What follows belongs to an exercise in optimizing a design on an open flow for small area and a short achievable clock period; a production flow would make more cautious choices.
At most, simulation tests tie the RTL to the original design; equivalence was not proved.
Function not checked in run 2: the RTL went through the layout flow alone.
No activity file was given, so power comes from the tool's default toggle rates.

### flow/design.v
package d_mem_pkg;
  localparam int NUM_LANES = 4;
  localparam int VEC_W     = 8;
  localparam int DATA_W    = NUM_LANES * VEC_W;
  typedef enum logic [1:0] {
    SZ_BYTE = 2'b00,
    SZ_HALF = 2'b01,
    SZ_WORD = 2'b10,
    SZ_RSVD = 2'b11
  } size_e;
  typedef struct packed {
    size_e      size;
    logic       is_unsigned;
    logic [1:0] lane;
  } ld_ctx_t;
endpackage
import d_mem_pkg::*;
module d_mem_lane_align (
  input  logic [1:0]        size,
  input  logic [1:0]        lane,
  input  logic              is_unsigned,
  input  logic [DATA_W-1:0] wdata,
  output logic [3:0]        be,
  output logic [DATA_W-1:0] wdata_rep,
  input  logic [DATA_W-1:0] rword,
  output logic [7:0]        ld_lo,
  output logic [7:0]        ld_mid,
  output logic [15:0]       ld_hi,
  output logic              ld_sx8,
  output logic              ld_sx16
);
  logic       sz_byte, sz_half, sz_word;
  logic [7:0] b0, b1;
  logic       sb;
  assign sz_byte = (size == 2'b00);
  assign sz_half = size[0];
  assign sz_word = size[1];
  assign be[0] = ~lane[1] & ~lane[0] | sz_word;
  assign be[1] = ~lane[1] & (lane[0] | sz_half) | sz_word;
  assign be[2] =  lane[1] & ~lane[0] | sz_word;
  assign be[3] =  lane[1] & (lane[0] | sz_half) | sz_word;
  assign wdata_rep[7:0]   = wdata[7:0];
  assign wdata_rep[15:8]  = sz_byte ? wdata[7:0] : wdata[15:8];
  assign wdata_rep[23:16] = sz_word ? wdata[23:16] : wdata[7:0];
  assign wdata_rep[31:24] = sz_byte ? wdata[7:0] : (sz_word ? wdata[31:24] : wdata[15:8]);
  always_comb begin
    case (lane)
      2'd0:    b0 = rword[7:0];
      2'd1:    b0 = rword[15:8];
      2'd2:    b0 = rword[23:16];
      default: b0 = rword[31:24];
    endcase
  end
  assign b1 = lane[1] ? rword[31:24] : rword[15:8];
  assign sb = ~is_unsigned & (sz_half ? b1[7] : b0[7]);
  assign ld_lo   = b0;
  assign ld_mid  = sz_byte ? 8'h00 : b1;
  assign ld_hi   = sz_word ? rword[31:16] : 16'h0000;
  assign ld_sx8  = sz_byte & sb;
  assign ld_sx16 = ~sz_word & sb;
endmodule
import d_mem_pkg::*;
module d_mem_sized #(
  parameter int MEM_WORDS  = 64,
  parameter int ADDR_WIDTH = 32
) (
  input  logic                  clk,
  input  logic                  rst_n,
  input  logic                  req,
  input  logic                  we,
  input  logic [1:0]            size,
  input  logic                  is_unsigned,
  input  logic [ADDR_WIDTH-1:0] addr,
  input  logic [DATA_W-1:0]     wdata,
  output logic [DATA_W-1:0]     rdata,
  output logic                  rvalid,
  output logic                  err
);
  localparam int IDX_W = $clog2(MEM_WORDS);    
  localparam int GRPS  = MEM_WORDS / 8;
  logic [1:0]       lane;
  logic [IDX_W-1:0] idx;
  logic             legal;
  logic             acc_st, acc_ld, acc_bad;
  logic [3:0]       be;
  logic [31:0]      wdata_rep;
  logic [7:0]       sel_lo;                    
  logic [GRPS-1:0]  sel_hi;                    
  assign lane = addr[1:0];
  assign idx  = addr[IDX_W+1:2];
  always_comb begin
    case (size)
      2'b00:   legal = 1'b1;
      2'b01:   legal = ~lane[0];
      2'b10:   legal = (lane == 2'b00);
      default: legal = 1'b0;
    endcase
  end
  assign acc_st  = req &  we & legal;
  assign acc_ld  = req & ~we & legal;
  assign acc_bad = req & ~legal;
  for (genvar i = 0; i < 8; i++) begin : g_sel_lo
    assign sel_lo[i] = (idx[2:0] == i);
  end
  for (genvar i = 0; i < GRPS; i++) begin : g_sel_hi
    assign sel_hi[i] = (idx[IDX_W-1:3] == i);
  end
  logic [7:0]  ld_lo, ld_mid;
  logic [15:0] ld_hi;
  logic        ld_sx8, ld_sx16;
  logic [31:0] rword;
  d_mem_lane_align u_align (
    .size        (size),
    .lane        (lane),
    .is_unsigned (is_unsigned),
    .wdata       (wdata),
    .be          (be),
    .wdata_rep   (wdata_rep),
    .rword       (rword),
    .ld_lo       (ld_lo),
    .ld_mid      (ld_mid),
    .ld_hi       (ld_hi),
    .ld_sx8      (ld_sx8),
    .ld_sx16     (ld_sx16)
  );
  logic [31:0] mem [MEM_WORDS];
  for (genvar w = 0; w < MEM_WORDS; w++) begin : g_w
    for (genvar b = 0; b < 4; b++) begin : g_b
      always_ff @(posedge clk) begin
        if (acc_st & sel_hi[w/8] & sel_lo[w%8] & be[b]) mem[w][8*b +: 8] <= wdata_rep[8*b +: 8];
      end
    end
  end
  logic [31:0] grp [GRPS];
  always_comb begin
    for (int h = 0; h < GRPS; h++) begin
      grp[h] = '0;
      for (int g = 0; g < 8; g++) grp[h] |= mem[8*h+g] & {32{sel_lo[g]}};
    end
    rword = '0;
    for (int h = 0; h < GRPS; h++) rword |= grp[h] & {32{sel_hi[h]}};
  end
  logic [7:0]  lo_q, mid_q;
  logic [15:0] hi_q;
  logic        sx8_q, sx16_q;
  always_ff @(posedge clk or negedge rst_n) begin
    if (!rst_n) begin
      lo_q   <= '0;
      mid_q  <= '0;
      hi_q   <= '0;
      sx8_q  <= 1'b0;
      sx16_q <= 1'b0;
    end else if (acc_ld) begin
      lo_q   <= ld_lo;
      mid_q  <= ld_mid;
      hi_q   <= ld_hi;
      sx8_q  <= ld_sx8;
      sx16_q <= ld_sx16;
    end
  end
  assign rdata = {hi_q | {16{sx16_q}}, mid_q | {8{sx8_q}}, lo_q};
  always_ff @(posedge clk or negedge rst_n) begin
    if (!rst_n) begin
      rvalid <= 1'b0;
      err    <= 1'b0;
    end else begin
      rvalid <= acc_ld;
      err    <= acc_bad;
    end
  end
endmodule
### flow/run.sh
#!/bin/bash
# synth_recipe.tcl (not shown) runs the flow's synth.tcl, then flattens the netlist and writes it again
# the make line also repeats each setting of config.mk as NAME=value (left out here)
make -C /OpenROAD-flow-scripts/flow DESIGN_CONFIG=/design/flow/config.mk WORK_HOME=/design/flow/orfs CLKGATE_MAP_FILE= SYNTH_SCRIPT=/design/flow/synth_recipe.tcl finish
### flow/constraint.sdc
create_clock -name core_clock -period 5.5 [get_ports {clk}]
set_input_delay 1.1000 -clock core_clock [delete_from_list [all_inputs] [get_ports {clk}]]
set_output_delay 1.1000 -clock core_clock [all_outputs]
set_load 0.01 [all_outputs]
### flow/config.mk
export PLATFORM = sky130hd
export DESIGN_NAME = d_mem_sized
export DESIGN_NICKNAME = d_mem_sized
export VERILOG_FILES = /design/flow/design.v
export SDC_FILE = /design/flow/constraint.sdc
export NUM_CORES = 4
export LEC_CHECK = 0
export ABC_AREA = 1
export CAP_MARGIN = 20
export CORE_MARGIN = 2
export CORE_UTILIZATION = 40
export CTS_CLUSTER_DIAMETER = 60
export CTS_CLUSTER_SIZE = 30
export SETUP_SLACK_MARGIN = 2.8
export SLEW_MARGIN = 20
==> results of run 1 <==
-- logic make-up (layout without fill, tap and decap cells) --
logic type             count (synthesis)  count (layout)  share of synthesized area [%]
DFF                                 2084            2084                          76.72
buffers and inverters                460            1023                          2.468
and+or+nand+nor                     3549            3556                          17.82
other                                  0              10                              0
AOI/OAI and AO/OA                    413             415                          2.988
-- power by group --
group	leakage, nW	switching [mW]	internal, mW
logic	14.0	1.77	0.715
registers	18.4	0.0319	17.6
clock network	2.36	6.10	5.27
-- per-layer routing --
metal	global-route usage (%)	wire length [um]	vias to the layer above
li1	-	-	23630
met1	33.77	105600	27030
met2	38.22	121600	3037
met3	5.713	29410	620
met4	13.42	16430	22
met5	0.3676	367	-
-- registers in the layout (all words and copies together), names as in the netlist --
name,cells
err,1
hi_q,16
lo_q,8
mem,2048
mid_q,8
rvalid,1
sx16_q,1
sx8_q,1
-- timing repair --
| item | 4_1_cts | 5_1_grt |
|---|---|---|
| endpoints found under the setup margin | 2516 | 1664 |
| setup buffers | 64 | 70 |
| pin swaps | 50 | 78 |
| gates resized for setup | 551 | 241 |
| gates cloned | 14 | 21 |
-- cell usage in the layout, fill, tap and decap left out, types with 21 or more instances in the layout --
cell             netlist  layout
a21oi_1              112     105
a22oi_1              103      98
buf_12                 0      71
buf_4                 14     376
buf_6                  2      59
clkbuf_16              0     151
clkdlybuf4s50_1        0      28
dfrtp_1               36      35
edfxtp_1            2048    2048
inv_1                140     137
inv_6                  0      32
inv_8                  0      21
nand2_1             2537    2383
nand2_2                1      87
nand2_4                0      61
nand3_1              176     159
nand3b_1              35      35
nand4_1              225     225
nor2_1               508     332
nor2_2                 3      64
nor2_4                 1     117
o21ai_0              128     102
o21ai_1               31      43
-- worst max-delay path: stages --
cell and delay [ps]:
buf_2 160, buf_6 400, nand2_1 440, nand2_2 740, buf_4 490
-- path summary, 6_finish.rpt --
path	from	to	slack, ps	cells past startpoint
setup / recovery	size[1]	mem[0][19]	2640	5
hold / removal	lo_q[3]	lo_q[3]	490	2
setup reg to reg	mem[44][15]	sx16_q	3490	14
hold reg to reg	lo_q[3]	lo_q[3]	490	2
max in group asynchronous	rst_n	sx8_q	4470	2
min in group asynchronous	rst_n	mid_q[5]	690	2
-- final cells by class --
cell class / count / area [um2]
repair buffers: 601 / 6295
repair inverters: 12 / 112.6
clock inverters: 113 / 1384
multi-input cells: 3971 / 19290
fillers: 17430 / 105000
well taps: 2672 / 3343
diodes: 10 / 25.02
clock buffers: 144 / 3497
inverters: 153 / 725.7
flip-flops and latches: 2084 / 62400
==> results.json, run 1 <==
{
  "hold_violations": 0,
  "syn_area_mm2": 0.08133,
  "drtPass1Iterations": 7,
  "dp_slack_ps": 631.0,
  "rsz0062_at_grt": "yes",
  "worst-slew-pin-transition_ps": 1030,
  "grt_util_all_layers_pct": 25.18,
  "cts_buffers": 138,
  "rows": 165,
  "critPathKind": "in2reg",
  "cts_root_buf": "clkbuf_16",
  "final-max-slew-violation-count": 0,
  "cts_tree": "yes",
  "period_needed_ps": 2858,
  "first_global_vias": 49950,
  "synth_seq_area_share_pct": 76.72,
  "crit_fanout": 36,
  "cts_hold_buf": 0,
  "wl_per_cell_um": 28.01,
  "netlist_instances": 6506,
  "final_net_count": 7032,
  "clk_latency_ps": 860,
  "grt_max_degree": 66,
  "cts.clk_slew.worst_paths_ps": 80,
  "async_flop_share_pct": 1.727,
  "die_area_mm2": 0.2070,
  "postSynthAreaPerCell_um2": 12.50,
  "ys_types": 38,
  "power_density_mw_per_mm2": 324.4,
  "arrival_ps": 3430,
  "initial_utilization_pct": 40.24,
  "place.gp.congestion": 0.9224,
  "worstPathRequired_ps": 6080,
  "synth_seq_cells": 2084,
  "clkSinkCount": 2084,
  "leakagePower_nw": 34.79,
  "crit_path_start_kind": "input pin",
  "yosysWarnings": 4,
  "setup_viol": 0,
  "syn_nets": 6577,
  "synth_largest_area_cell": "edfxtp_1",
  "yosys-top-cells-count": "nand2_1, edfxtp_1, nor2_1",
  "power_mw": 31.49,
  "port_buffers": 80,
  "synth_top_cells_by_area": "edfxtp_1, nand2_1, nor2_1",
  "die_w_um": 454.9,
  "peakVddDrop_v": 0.0003551,
  "postLayoutCoreUtil_pct": 48.03,
  "maxCapViolCount": 0,
  "h-tree-depth": 4,
  "yosysMostFrequentCell": "nand2_1",
  "synth_top_area_share_pct": 75.61,
  "grt_first_pass_wirelength_mm": 370.3,
  "end_kind": "flop",
  "drt_wl_total_mm": 273.4,
  "fp.dieH_um": 454.9,
  "drc": 0,
  "period_share_pct": 51.96,
  "coreArea_mm2": 0.2021,
  "drt_iter0_markers": 7599,
  "status": "no timing/DRC/antenna violations",
  "hold_path.class": "reg2reg",
  "setup_ws_ps": 2642,
  "drive_gt1_share_pct": 17.66,
  "vias": 54340,
  "vias_per_cell": 5.567,
  "dp_cells": 9324,
  "synth_flop_cell": "edfxtp_1",
  "ant_nets": 0,
  "synth_edf_count": 2048,
  "finalInstanceArea_mm2": 0.09708,
  "io_pins": 105,
  "post_dp_cell_area_mm2": 0.08771,
  "hpwlAfterDp_mm": 161.6,
  "fin_hold_ws_ps": 489.4,
  "fin_setup_tns_ps": 0,
  "cts_buffer_depth": 3,
  "syn_to_final_growth_pct": 19.36,
  "finClkSkew_ps": 31.00,
  "fmax_ghz": 0.3499,
  "antenna_found_initial": 13,
  "fin_cells": 9760,
  "gr-total-overflow": 0,
  "maxSlewHeadroom_pct": 31.31
}
==> inputs of run 2 (changes only) <==
--- a/flow/design.v
+++ b/flow/design.v
@@ -25,3 +25,4 @@
   input  logic [DATA_W-1:0] rword,
-  output logic [7:0]        ld_lo,
+  output logic [7:0]        ld_lo_even,
+  output logic [7:0]        ld_lo_odd,
   output logic [7:0]        ld_mid,
@@ -32,4 +33,4 @@
   logic       sz_byte, sz_half, sz_word;
-  logic [7:0] b0, b1;
-  logic       sb;
+  logic [1:0] sgn_lane;
+  logic [3:0] sel_sx8, sel_sx16, msb;
   assign sz_byte = (size == 2'b00);
@@ -45,17 +46,14 @@
   assign wdata_rep[31:24] = sz_byte ? wdata[7:0] : (sz_word ? wdata[31:24] : wdata[15:8]);
-  always_comb begin
-    case (lane)
-      2'd0:    b0 = rword[7:0];
-      2'd1:    b0 = rword[15:8];
-      2'd2:    b0 = rword[23:16];
-      default: b0 = rword[31:24];
-    endcase
+  assign ld_lo_even = lane[1] ? rword[23:16] : rword[7:0];
+  assign ld_lo_odd  = lane[1] ? rword[31:24] : rword[15:8];
+  assign sgn_lane = sz_byte ? lane : {lane[1], 1'b1};
+  for (genvar l = 0; l < 4; l++) begin : g_sgn
+    assign sel_sx8[l]  = ~is_unsigned & sz_byte & (lane == l);
+    assign sel_sx16[l] = ~is_unsigned & ~sz_word & (sgn_lane == l);
   end
-  assign b1 = lane[1] ? rword[31:24] : rword[15:8];
-  assign sb = ~is_unsigned & (sz_half ? b1[7] : b0[7]);
-  assign ld_lo   = b0;
-  assign ld_mid  = sz_byte ? 8'h00 : b1;
+  assign msb = {rword[31], rword[23], rword[15], rword[7]};
+  assign ld_mid  = sz_byte ? 8'h00 : ld_lo_odd;
   assign ld_hi   = sz_word ? rword[31:16] : 16'h0000;
-  assign ld_sx8  = sz_byte & sb;
-  assign ld_sx16 = ~sz_word & sb;
+  assign ld_sx8  = |(sel_sx8 & msb);
+  assign ld_sx16 = |(sel_sx16 & msb);
 endmodule
@@ -107,3 +105,3 @@
   end
-  logic [7:0]  ld_lo, ld_mid;
+  logic [7:0]  ld_lo_even, ld_lo_odd, ld_mid;
   logic [15:0] ld_hi;
@@ -119,3 +117,4 @@
     .rword       (rword),
-    .ld_lo       (ld_lo),
+    .ld_lo_even  (ld_lo_even),
+    .ld_lo_odd   (ld_lo_odd),
     .ld_mid      (ld_mid),
@@ -142,21 +141,25 @@
   end
-  logic [7:0]  lo_q, mid_q;
+  logic [7:0]  lo_even_q, lo_odd_q, mid_q;
   logic [15:0] hi_q;
-  logic        sx8_q, sx16_q;
+  logic        lane0_q, sx8_q, sx16_q;
   always_ff @(posedge clk or negedge rst_n) begin
     if (!rst_n) begin
-      lo_q   <= '0;
-      mid_q  <= '0;
-      hi_q   <= '0;
-      sx8_q  <= 1'b0;
-      sx16_q <= 1'b0;
+      lo_even_q <= '0;
+      lo_odd_q  <= '0;
+      lane0_q   <= 1'b0;
+      mid_q     <= '0;
+      hi_q      <= '0;
+      sx8_q     <= 1'b0;
+      sx16_q    <= 1'b0;
     end else if (acc_ld) begin
-      lo_q   <= ld_lo;
-      mid_q  <= ld_mid;
-      hi_q   <= ld_hi;
-      sx8_q  <= ld_sx8;
-      sx16_q <= ld_sx16;
+      lo_even_q <= ld_lo_even;
+      lo_odd_q  <= ld_lo_odd;
+      lane0_q   <= lane[0];
+      mid_q     <= ld_mid;
+      hi_q      <= ld_hi;
+      sx8_q     <= ld_sx8;
+      sx16_q    <= ld_sx16;
     end
   end
-  assign rdata = {hi_q | {16{sx16_q}}, mid_q | {8{sx8_q}}, lo_q};
+  assign rdata = {hi_q | {16{sx16_q}}, mid_q | {8{sx8_q}}, lane0_q ? lo_odd_q : lo_even_q};
   always_ff @(posedge clk or negedge rst_n) begin
--- a/flow/config.mk
+++ b/flow/config.mk
@@ -11,3 +11,3 @@
 export CORE_UTILIZATION = 40
-export CTS_CLUSTER_DIAMETER = 60
+export CTS_CLUSTER_DIAMETER = 100
 export CTS_CLUSTER_SIZE = 30
==> run 2 against run 1 <==
  * Largest cell class unchanged
  * Via count is 1.5% higher
  * First-iteration DRC count is 5.7% lower
  * Still clean on timing, DRC and antenna
  * Critical path type unchanged
  * Fmax is 6.8% lower
  * Setup slack worse by 210 ps
  * Core utilization is 1.3 points lower
  * Sequential cell count is 9 higher
  * Largest power group unchanged
==> results.json, run 2 <==
{
  "status": "no timing/DRC/antenna violations",
  "worst-path-buf-inv": 2,
  "dp_slack_ps": 571.2,
  "port_buffers": 80,
  "yosys-top-cells-count": "nand2_1, edfxtp_1, nor2_1",
  "reg2reg_slack_ps": 3690,
  "drt_iter0_markers": 7169,
  "syn_area_mm2": 0.08278,
  "finalInstanceArea_mm2": 0.09595,
  "vias": 55140,
  "antenna_found_initial": 12,
  "synth_largest_area_cell": "edfxtp_1",
  "period_needed_ps": 3066,
  "ys_types": 38,
  "critPathKind": "in2reg",
  "postSynthAreaPerCell_um2": 11.91,
  "hold_path.class": "in2async",
  "peakVddDrop_v": 0.0002232,
  "grt_util_all_layers_pct": 24.53,
  "crit_slowest_cell": "nand2_1",
  "largest_register": "mem",
  "cts.clk_slew.worst_paths_ps": 120,
  "cts_hold_buf": 0,
  "grt_first_pass_wirelength_mm": 368.9,
  "die_w_um": 458.9,
  "ant_nets": 0,
  "grt_max_degree": 67,
  "postLayoutCoreUtil_pct": 46.76,
  "leakagePower_nw": 34.95,
  "syn_to_final_growth_pct": 15.91,
  "fp.dieH_um": 458.9,
  "power_density_mw_per_mm2": 294.2,
  "final_net_count": 7326,
  "h-tree-depth": 3,
  "path_depth": 4,
  "vias_per_cell": 5.520,
  "place.gp.congestion": 0.8933,
  "cts_root_buf": "clkbuf_16",
  "top_regs": "mem x2048, hi_q x16",
  "hpwlAfterDp_mm": 158.1,
  "post_dp_cell_area_mm2": 0.08861,
  "synth_seq_cells": 2093,
  "arrival_ps": 3630,
  "crit_fanout": 33,
  "rsz0062_at_grt": "yes",
  "cts_tree": "yes",
  "netlist_instances": 6950,
  "clkSinkCount": 2093,
  "syn_nets": 7021,
  "rows": 166,
  "coreArea_mm2": 0.2052,
  "clk_latency_ps": 780,
  "drtPass1Iterations": 7,
  "yosysWarnings": 3,
  "drc": 0,
  "worstPathRequired_ps": 6070,
  "yosysMostFrequentCell": "nand2_1",
  "reg2reg_depth": 12,
  "async_flop_share_pct": 2.150,
  "fin_setup_tns_ps": 0,
  "gr-total-overflow": 0,
  "hold_violations": 0,
  "final-max-slew-violation-count": 0,
  "initial_utilization_pct": 40.34,
  "fin_hold_ws_ps": 449.8,
  "crit_path_start_kind": "input pin",
  "setup_viol": 0,
  "synth_seq_area_share_pct": 75.65,
  "maxSlewHeadroom_pct": 20.72,
  "r2r-end": "sx16_q",
  "synth_edf_count": 2048,
  "worst_path_largest_cell_delay_ps": 840,
  "synth_flop_cell": "edfxtp_1",
  "path_delay_family": "simple AND/OR/NAND/NOR gates",
  "first_global_vias": 50150,
  "maxCapViolCount": 0,
  "reg2reg_from": "mem[9][7]",
  "setup.worst_path.start": "wdata[1]",
  "drt_wl_total_mm": 278.7,
  "worst-slew-pin-transition_ps": 1189,
  "cts_buffer_depth": 3,
  "finClkSkew_ps": 49.66,
  "layout_commonest_cell": "nand2_1",
  "final_cell_mix": "nand2_1, edfxtp_1, nor2_1",
  "synth_top_cells_by_area": "edfxtp_1, nand2_1, nor2_1",
  "setup_ws_ps": 2434,
  "fmax_ghz": 0.3262,
  "cts_buffers": 81,
  "path_cells": "buf_2, nand2_1, nand2_4, buf_6",
  "largest_reg_flops": 2048,
  "io_pins": 105,
  "wl_per_cell_um": 27.90,
  "die_area_mm2": 0.2106,
  "drive_gt1_share_pct": 14.32,
  "period_share_pct": 55.75,
  "synth_top_area_share_pct": 74.29,
  "end_kind": "flop"
}
## run 2: per-stage QoR
stage                     instances  power [mW]
final                          9989       28.23
after global routing           9986       28.87
after CTS                      9923       28.03
after detailed placement       9661       20.28
after global placement         9661       20.25
after floorplan                6950       19.17
## run 2: cells by family (layout without fill, tap and decap cells)
family / Yosys count / after routing / synth area share, %
mux: 7 / 7 / 0.09523
other cells: 0 / 5 / 0
flops: 2093 / 2093 / 75.65
simple gates: 4202 / 4212 / 20.45
compound gates: 213 / 213 / 1.407
buf+inv: 435 / 771 / 2.391
## run 2: repair_timing
item | in CTS | in global routing
buffers inserted | 123 | 36
resized for setup | 580 | 192
gates cloned | 15 | 25
hold endpoints to repair | 0 | 0
pin swaps | 79 | 31
setup endpoints to repair | 3000 | 1245
## run 2: metal layers
metal	vias to the layer above	GRT usage, %	routed length, um
li1	24280	-	-
met1	27300	32.63	105300
met2	2942	38.28	125600
met3	606	4.785	28590
met4	14	12.64	18870
met5	-	0.8726	333
## run 2: worst max-delay path by stage
stage / end / slack [ps]
after global placement: mem[5][26] / 650
after floorplan: mem[33][0] / 2450
after CTS: rdata[6] / 2450
after global routing: rdata[6] / 2450
final: mem[61][9] / 2430
after detailed placement: mem[5][2] / 570
## run 2: power by group
part / switching (mW) / internal (mW)
Clock: 4.80 / 2.98
Sequential: 0.0787 / 17.7
Combinational: 1.89 / 0.792
## run 2: area by class of cell
| type | count | area (um2) |
|---|---|---|
| fillers | 18080 | 109300 |
| flip-flops and latches | 2093 | 62630 |
| multi-input cells | 4432 | 20690 |
| repair buffers | 533 | 6206 |
| well taps | 2688 | 3363 |
| clock buffers | 119 | 2297 |
| inverters | 103 | 556.8 |
| repair inverters | 11 | 103.9 |
| clock inverters | 5 | 86.33 |
| diodes | 5 | 12.51 |
## run 2: worst reg2reg max path: cells and delay by family, from the launching register on
family	cells	cell delay (ps)
AND/OR/NAND/NOR	12	1310
flip-flops	1	400

-- separate check: timing with driven ports --
Ports are ideal in the flow. The routed layouts listed here were re-timed in OpenROAD.
Step 1 (the two cells are an assumption about what drives the block):
set clk [get_ports {clk}]
set_driving_cell -lib_cell sky130_fd_sc_hd__clkbuf_16 $clk
set_driving_cell -lib_cell sky130_fd_sc_hd__buf_2 [delete_from_list [all_inputs] $clk]
Step 2 times the ports against the registers' clock, not the clock port: input delays grow and output delays shrink by t, the midpoint of the rising clock arrivals with the driver on.
Three values: ideal, step 1, step 2; two values: the first two.
run	shift t [ns]	slack for setup (ns)	hold slack, ns	slew at the worst register clock pin (ns)	cell pins on the clock port's net
run 1	0.918	2.642 / 2.574 / 1.661	0.489 / 0.489 / 0.489	0.10 / 0.10	1
run 2	0.843	2.434 / 2.376 / 1.651	0.450 / 0.393 / 0.496	0.12 / 0.12	1
After both steps every run listed still meets setup and hold. The setup slack of run 1, which loses most, moves by -0.068 ns with the drivers and by -0.981 ns with both steps.
